What follows belongs to an exercise in optimizing a design on an open flow for small area and a short achievable clock period; a production flow would make more cautious choices.
No functional check of the RTL was part of any run shown here.

==> flow/design.v, too long to show whole: its modules and the start of the top module <==
// module nn_mac_engine: 1279 lines
// module nn_fa: 10 lines
// module nn_ha: 9 lines
// module nn_hac: 9 lines
// module nn_fa1: 9 lines
// module nn_gate: 9 lines
// module nn_hcc: 9 lines
// module nn_hct: 9 lines
// module nn_gaten: 9 lines
// module nn_invw: 8 lines
// module nn_ppa: 7 lines
// module nn_ppo: 7 lines
// module nn_ppn: 7 lines
module nn_mac_engine #(
  parameter int unsigned DW      = 8,
  parameter int unsigned N_LANES = 4,
  parameter int unsigned ACC_W   = 24,
  parameter int unsigned LEN_W   = 8,
  parameter int unsigned SH_W    = 5
) (
  input  logic                    clk,
  input  logic                    rst,
  input  logic                    start,
  input  logic [LEN_W-1:0]        len,
  input  logic [SH_W-1:0]         shift,
  input  logic                    relu_en,
  input  logic [N_LANES*DW-1:0]   in_a,
  input  logic [N_LANES*DW-1:0]   in_b,
  input  logic                    in_valid,
  output logic                    in_ready,
  output logic [DW-1:0]           out_data,
  output logic                    out_valid,
  input  logic                    out_ready,
  output logic                    busy,
  output logic                    done
);
  // ...
==> flow/flow/run.sh <==
#!/bin/bash
# Layout flow: the standard layout (standard.sh, unchanged synthesis), except that the
# buffers ORFS puts on the ports are the smallest plain buffer, buf_1, instead of the default
# delay-style buffer; the resizer may still size them up where timing needs it.
set -euo pipefail
bash standard.sh BUFFER_PORTS_ARGS="-buffer_cell sky130_fd_sc_hd__buf_1" finish > standard.log 2>&1
==> flow/standard.sh <==
#!/bin/bash
# synth_recipe.tcl (not shown) runs the flow's synth.tcl, then flattens the netlist and writes it again
# the make line also repeats each setting of config.mk as NAME=value (left out here)
make -C /OpenROAD-flow-scripts/flow DESIGN_CONFIG=/design/flow/config.mk WORK_HOME=/design/flow/orfs CLKGATE_MAP_FILE= SYNTH_SCRIPT=/design/flow/synth_recipe.tcl "${@:-finish}"
==> flow/config.mk <==
export PLATFORM = sky130hd
export DESIGN_NAME = nn_mac_engine
export DESIGN_NICKNAME = nn_mac_engine
export VERILOG_FILES = /design/flow/design.v
export SDC_FILE = /design/flow/constraint.sdc
export NUM_CORES = 4
export LEC_CHECK = 0
export ABC_CLOCK_PERIOD_IN_PS = 4000
export CAP_MARGIN = 20
export CORE_MARGIN = 2
export CORE_UTILIZATION = 40
export PLACE_DENSITY = 0.6
export SETUP_SLACK_MARGIN = 3.5
export SLEW_MARGIN = 20
export SYNTH_HIERARCHICAL = 1
==> flow/constraint.sdc <==
create_clock -name core_clock -period 7.5 [get_ports {clk}]
set_input_delay 1.5000 -clock core_clock [delete_from_list [all_inputs] [get_ports {clk}]]
set_output_delay 1.5000 -clock core_clock [all_outputs]
set_load 0.01 [all_outputs]
==> run notes, run 1 <==
crit path launch type - primary input
Worst Hold Class - reg -> reg
total grt overflow - 0
asr flop ratio synth - 0.0283
Slew Limit Fails - 0
FP Rows - 61
count leader, synth - nor2_1
Worst Path Buf+Inv - 2
Area growth, synth to finish - 13.0%
Hold Buf Count CTS - 0
Layout non-clock buf frac - 0.0478
most flop-heavy register - acc
status - complete, no violations
hold_sp - acc[23]$_DFF_P_
GP Congestion - 0.903
Synth cell types - 63
Top Ports - 95
crit-path max FO - 7
initial antenna violation count - 0
hold endpoint - acc[23]$_DFF_P_
number of nets in the layout - 1,604
Seq area share - 0.176
main combinational cell family by area after synthesis - adder cells
first-pass iteration count of the detailed router - 5
non-clock buffer total of the final layout - 126
crit-path cells - buf_1 -> clkinvlp_4 -> nor2_1 -> fa_1 -> fa_1 -> fa_1 -> fa_1 -> ha_1
# fillers - 2,699
Die Ht - 173 um
largest net degree at the start of global routing - 25
Mean Syn Cell Area - 10.2 um^2
# diodes - 0
synth cell count leaders - nor2_1, fa_1, nand2_1
fraction of area in multi-input gates - 0.689
Worst path most repeated cell - fa_1
design area - 13,000 um^2
clk_skew - 9.22 ps
Mapped Nets - 1,495
clock latency on the worst-skew pair - 360 ps
die width - 173 um
reg2reg setup slack - 3570 ps
setup violation total in the final timing report - 0
==> run 2, diff against run 1 <==
--- a/flow/design.v
+++ b/flow/design.v
@@ -1229,53 +1229,43 @@
       q59 <= xs399;
       q60 <= xc400;
       q61 <= xs401;
       q62 <= xc402;
   end
   assign acc_fb = acc;
   assign row_a = {acc_fb[23], acc_fb[22], acc_fb[21], acc_fb[20], acc_fb[19], acc_fb[18], yi513, ys511, ys509, ys505, ys499, yc484, yc474, ys471, yc450, yc440, ys437, yc422, ys419, ys413, yc410, yc408, yc406, yc404, acc_fb[0]};
   assign row_b = {yi519, yi518, yi517, yi516, yi515, yi514, yc512, yc510, yc506, yc500, yc492, ys491, ys483, ys473, ys461, ys449, ys439, ys429, ys421, ys415, ys411, ys409, ys407, ys405, ys403};
-  logic add;
-  assign add = v & busy;
   always_ff @(posedge clk) begin
-    acc <= add ? (row_a + row_b) : (acc & {SUM_W{busy}});
+    if (!busy)  acc <= '0;
+    else if (v) acc <= row_a + row_b;
   end
   logic             sgn;
   logic             ovf_p;         
   logic             ovf_n;         
   logic [NOV-1:0]   thr;           
-  logic [3:0]       sh_hi, sh_md;  
   logic [37:0]      ext;           
-  logic [13:0]      sel_hi;        
-  logic [7:0]       sel_md;        
+  logic [21:0]      s16;           
+  logic [13:0]      s8;            
+  logic [9:0]       s4;            
+  logic [7:0]       s2;            
   logic [6:0]       low;           
   always_comb begin
     sgn = acc[SUM_W-1];
     for (int k = 0; k < NOV; k++) begin
       thr[k] = (sh <= SH_W'(k));
     end
     ovf_p = |(acc[SUM_W-2:7] & thr);
     ovf_n = |(~acc[SUM_W-2:7] & thr);
-    for (int m = 0; m < 4; m++) begin
-      sh_hi[m] = (sh[4:3] == 2'(m));
-      sh_md[m] = (sh[2:1] == 2'(m));
-    end
     ext = {{(38 - SUM_W){sgn}}, acc};
-    for (int y = 0; y < 14; y++) begin
-      sel_hi[y] = (sh_hi[0] & ext[y]) | (sh_hi[1] & ext[y + 8]) |
-                  (sh_hi[2] & ext[y + 16]) | (sh_hi[3] & ext[y + 24]);
-    end
-    for (int z = 0; z < 8; z++) begin
-      sel_md[z] = (sh_md[0] & sel_hi[z]) | (sh_md[1] & sel_hi[z + 2]) |
-                  (sh_md[2] & sel_hi[z + 4]) | (sh_md[3] & sel_hi[z + 6]);
-    end
-    for (int i = 0; i < 7; i++) begin
-      low[i] = sh[0] ? sel_md[i + 1] : sel_md[i];
-    end
+    for (int x = 0; x < 22; x++) s16[x] = sh[4] ? ext[x + 16] : ext[x];
+    for (int x = 0; x < 14; x++) s8[x]  = sh[3] ? s16[x + 8] : s16[x];
+    for (int x = 0; x < 10; x++) s4[x]  = sh[2] ? s8[x + 4]  : s8[x];
+    for (int x = 0; x < 8; x++)  s2[x]  = sh[1] ? s4[x + 2]  : s4[x];
+    for (int x = 0; x < 7; x++)  low[x] = sh[0] ? s2[x + 1]  : s2[x];
     out_data[7] = sgn & ~relu;
     for (int i = 0; i < 7; i++) begin
       out_data[i] = sgn ? (~relu & ~ovf_n & low[i]) : (ovf_p | low[i]);
     end
   end
 endmodule
 module nn_fa (
   input  logic a,
==> run 2 against run 1 <==
Effect of this change:
- sequential share of layout area up 0.19 points
- final area is 1.1% lower
- worst setup slack got worse by 210 ps
- critical path depth up 5
- first-iteration DRC count shrank 0.34%
- via count down 0.94%
- register-to-register slack worse by 260 ps
- maximum frequency is 5.1% lower
- synthesized area down 1.6%
- critical path type is now reg -> reg
- critical endpoint is now acc[24]$_SDFFE_PN0P_
- largest cell class unchanged
==> run notes, run 2 <==
status - complete, no violations
slew margin rel. - 0.500
slew at the pin closest to its max-slew limit - 749 ps
met1 WL - 13,800 um
final hold vios - 0
DR WL/cell - 19.1 um
FP Rows - 61 (unchanged)
PortBufs - 94
post-synthesis xor/xnor area fraction - 0.0171
most flop-heavy register - acc
most common cell after layout, fill and taps aside - nor2_1
Initial Util - 0.406
met2 wire length - 14,500 um
Mean Syn Cell Area - 10.0 um^2 (-1.2%)
most frequent cells in the layout - nor2_1, fa_1, nand2_1
Post-synth top flop - dfxtp_1
Final HPWL DP - 25,800 um
FF+latch count, synth - 106
H-tree depth - 3
GP Congestion - 0.945 (+4.7%)
Crit Reg-Reg Startpoint - q38$_DFF_P_
mux cell area share after synthesis - 0.0323
synth cell count leaders - nor2_1, fa_1, nand2_1
count leader, synth - nor2_1
number of flip-flops in the largest register - 25
Synth top area share - 0.422
Worst Hold Class - reg -> reg
asr flop ratio synth - 0.0283 (unchanged)
Synth cell types - 53 (-16%)
Die Ht - 172 um (-0.81%)
Final Non-Filler Cells - 1,623
main combinational cell family by area after synthesis - adder cells
required time of the critical path - 7750 ps
fmax - 239 MHz
Clock Tree Root - clkbuf_16
max cap viols - 0
CP Capture Type - flip-flop
Slew Limit Fails - 0 (unchanged)
hold_sp - out_valid$_DFFE_PN0P_
Core Util, Final - 0.461
Total Wirelength - 31,000 um
Total Neg Setup Slack - 0 ps
clock slew at reported path FFs - 80 ps
Mapped Nets - 1,490 (-0.33%)
sequential area share after synthesis - 0.202
clk_skew - 11.7 ps (+2.52 ps)
first-pass iteration count of the detailed router - 5 (unchanged)
worst setup path class - reg -> reg
Antenna Nets Post-Route - 0
Total GRT Usage - 0.218
biggest regs - acc (25), cnt (8), sh (5)
# diodes - 0 (unchanged)
Critical Path AT - 4440 ps
area leader, netlist - fa_1
Synth Cell Area - 11,300 um^2
met3 WL - 1810 um
vias in the first global route - 9,277
DRT iter0 DRCs - 593
Core ar. - 27,800 um^2
die width - 172 um (-0.81%)
adder-cell share of the synthesized area - 0.472
CTS buffer count - 9
crit path launch type - flip-flop
Hold Buf Count CTS - 0 (unchanged)
Via Count - 8,513
drt via density - 5.25
CTS tree - yes
first-pass GRT wire length - 48,700 um
Top Ports - 95 (unchanged)
top routing layer used - met4
number of nets in the layout - 1,606 (+0.12%)
DIE AREA - 29,600 um^2
initial antenna violation count - 0 (unchanged)
DRC viols - 0
Synth Area in Compound Gates - 0.0842
hold slack - 548 ps
Post-Synth Simple-Gate Area - 0.151
RSZ-0062 raised after global routing - true
largest net degree at the start of global routing - 31 (+24%)
Final min period - 4190 ps
ranking of synthesized cells by area - fa_1, dfxtp_1, nor2_1
placed insts - 1,574
Yosys warning count - 7
total grt overflow - 0 (unchanged)
Syn Inst Count - 1,124
clock latency on the worst-skew pair - 360 ps (about the same)
crit-path max FO - 2 (-5)
setup violation total in the final timing report - 0 (unchanged)
CP Launch Point - q38$_DFF_P_
layout cells sized above 1 - 0.105
EDFF count, synth - 14
Area growth, synth to finish - 13.5%
CTS Buffer Depth - 2
post-route clock period utilization - 0.558
clock sinks - 106
# fillers - 2,708 (+0.33%)
[run 2: worst max-delay path, stage by stage (launching register included)]
cell and delay [ps]:
dfxtp_2 330, fa_2 380, fa_2 340, fa_1 460, fa_2 360, fa_1 490, ha_4 300, nand4_1 140
nor4_2 310, o21ai_2 130, a211o_1 350, a211o_1 300, o211ai_1 120, nand3_2 70
[run 2: cells by family (layout without fill, tap and decap cells)]
group	count (synthesis)	after routing
mux	26	26
compound gates	153	153
xor+xnor	22	22
fa+ha+maj	283	283
flops	106	106
buf+inv	117	238
simple gates	417	417
[run 2: stage by stage]
stage / setup slack, ps / cell area (um^2)
3_5_place_dp: 3070 / 12000
2_1_floorplan: 3480 / 11300
6_report: 3310 / 12800
4_1_cts: 3280 / 12700
5_1_grt: 3140 / 12800
3_3_place_gp: 3160 / 12000
[run 2: cell type report]
cell class	instances	area, um^2	share of cell area
multi-input cells	901	8760	0.684
clock inverters	7	76.3	0.00596
inverters	93	357	0.0278
repair buffers	129	643	0.0502
well taps	378	473	0.0369
flip-flops and latches	106	2280	0.178
clock buffers	9	225	0.0176
[run 2: metal layers]
layer,up-vias,GRT usage
li1,3891,-
met1,4217,0.294
met2,349,0.367
met3,56,0.0293
met4,0,0.0647
met5,-,0
[run 2: modules after synthesis (local to each module, per instance), excerpt]
module | area (um^2) | times used
nn_ppa | 3.75 | 200
nn_mac_engine | 5070 | 1
nn_fa | 20.0 | 237
nn_ppn | 3.75 | 56
nn_ha | 12.5 | 17
nn_fa1 | 27.5 | 2
[run 2: worst paths after layout]
kind	slack (ps)	end	cells past startpoint
setup / recovery	3310	acc[24]$_SDFFE_PN0P_	13
max in group asynchronous	6410	busy$_DFF_PN0_	1
hold reg to reg	550	out_valid$_DFFE_PN0P_	2
hold / removal	550	out_valid$_DFFE_PN0P_	2
min in group asynchronous	940	in_ready$_DFFE_PN0P_	1
setup reg to reg	3310	acc[24]$_SDFFE_PN0P_	13
[run 2: what timing repair did]
item,CTS,global route
endpoints found under the setup margin,17,23
setup buffers,29,4
resized for setup,21,50
pin swaps,10,11

[afterwards: timing with drivers on the ports]
The results above use ideal ports. As a check the final layouts listed here were re-extracted and re-timed, cells and wires unchanged. Step 1 sets driving cells, clkbuf_16 on the clock port and buf_2 on the other inputs (assumed; they add their load-dependent delay and slew). Step 2 adds t to the input delays and takes it off the output delays; t is the mean of the earliest and latest rising clock arrival at the registers after step 1. Input paths then give back, and output paths get back, about the clock's delay inside the block. Three values: ideal, step 1, step 2; two values: the first two.
run	t (ns)	setup slack, ns	worst data-port slew with drivers (ns)
run 1	0.399	3.524 / 3.548 / 3.149	0.03
run 2	0.397	3.311 / 3.311 / 3.199	0.05
After both steps every run listed still meets setup and hold. For run 1, which loses most, drivers alone change the setup slack by +0.024 ns; drivers and shift together by -0.375 ns.
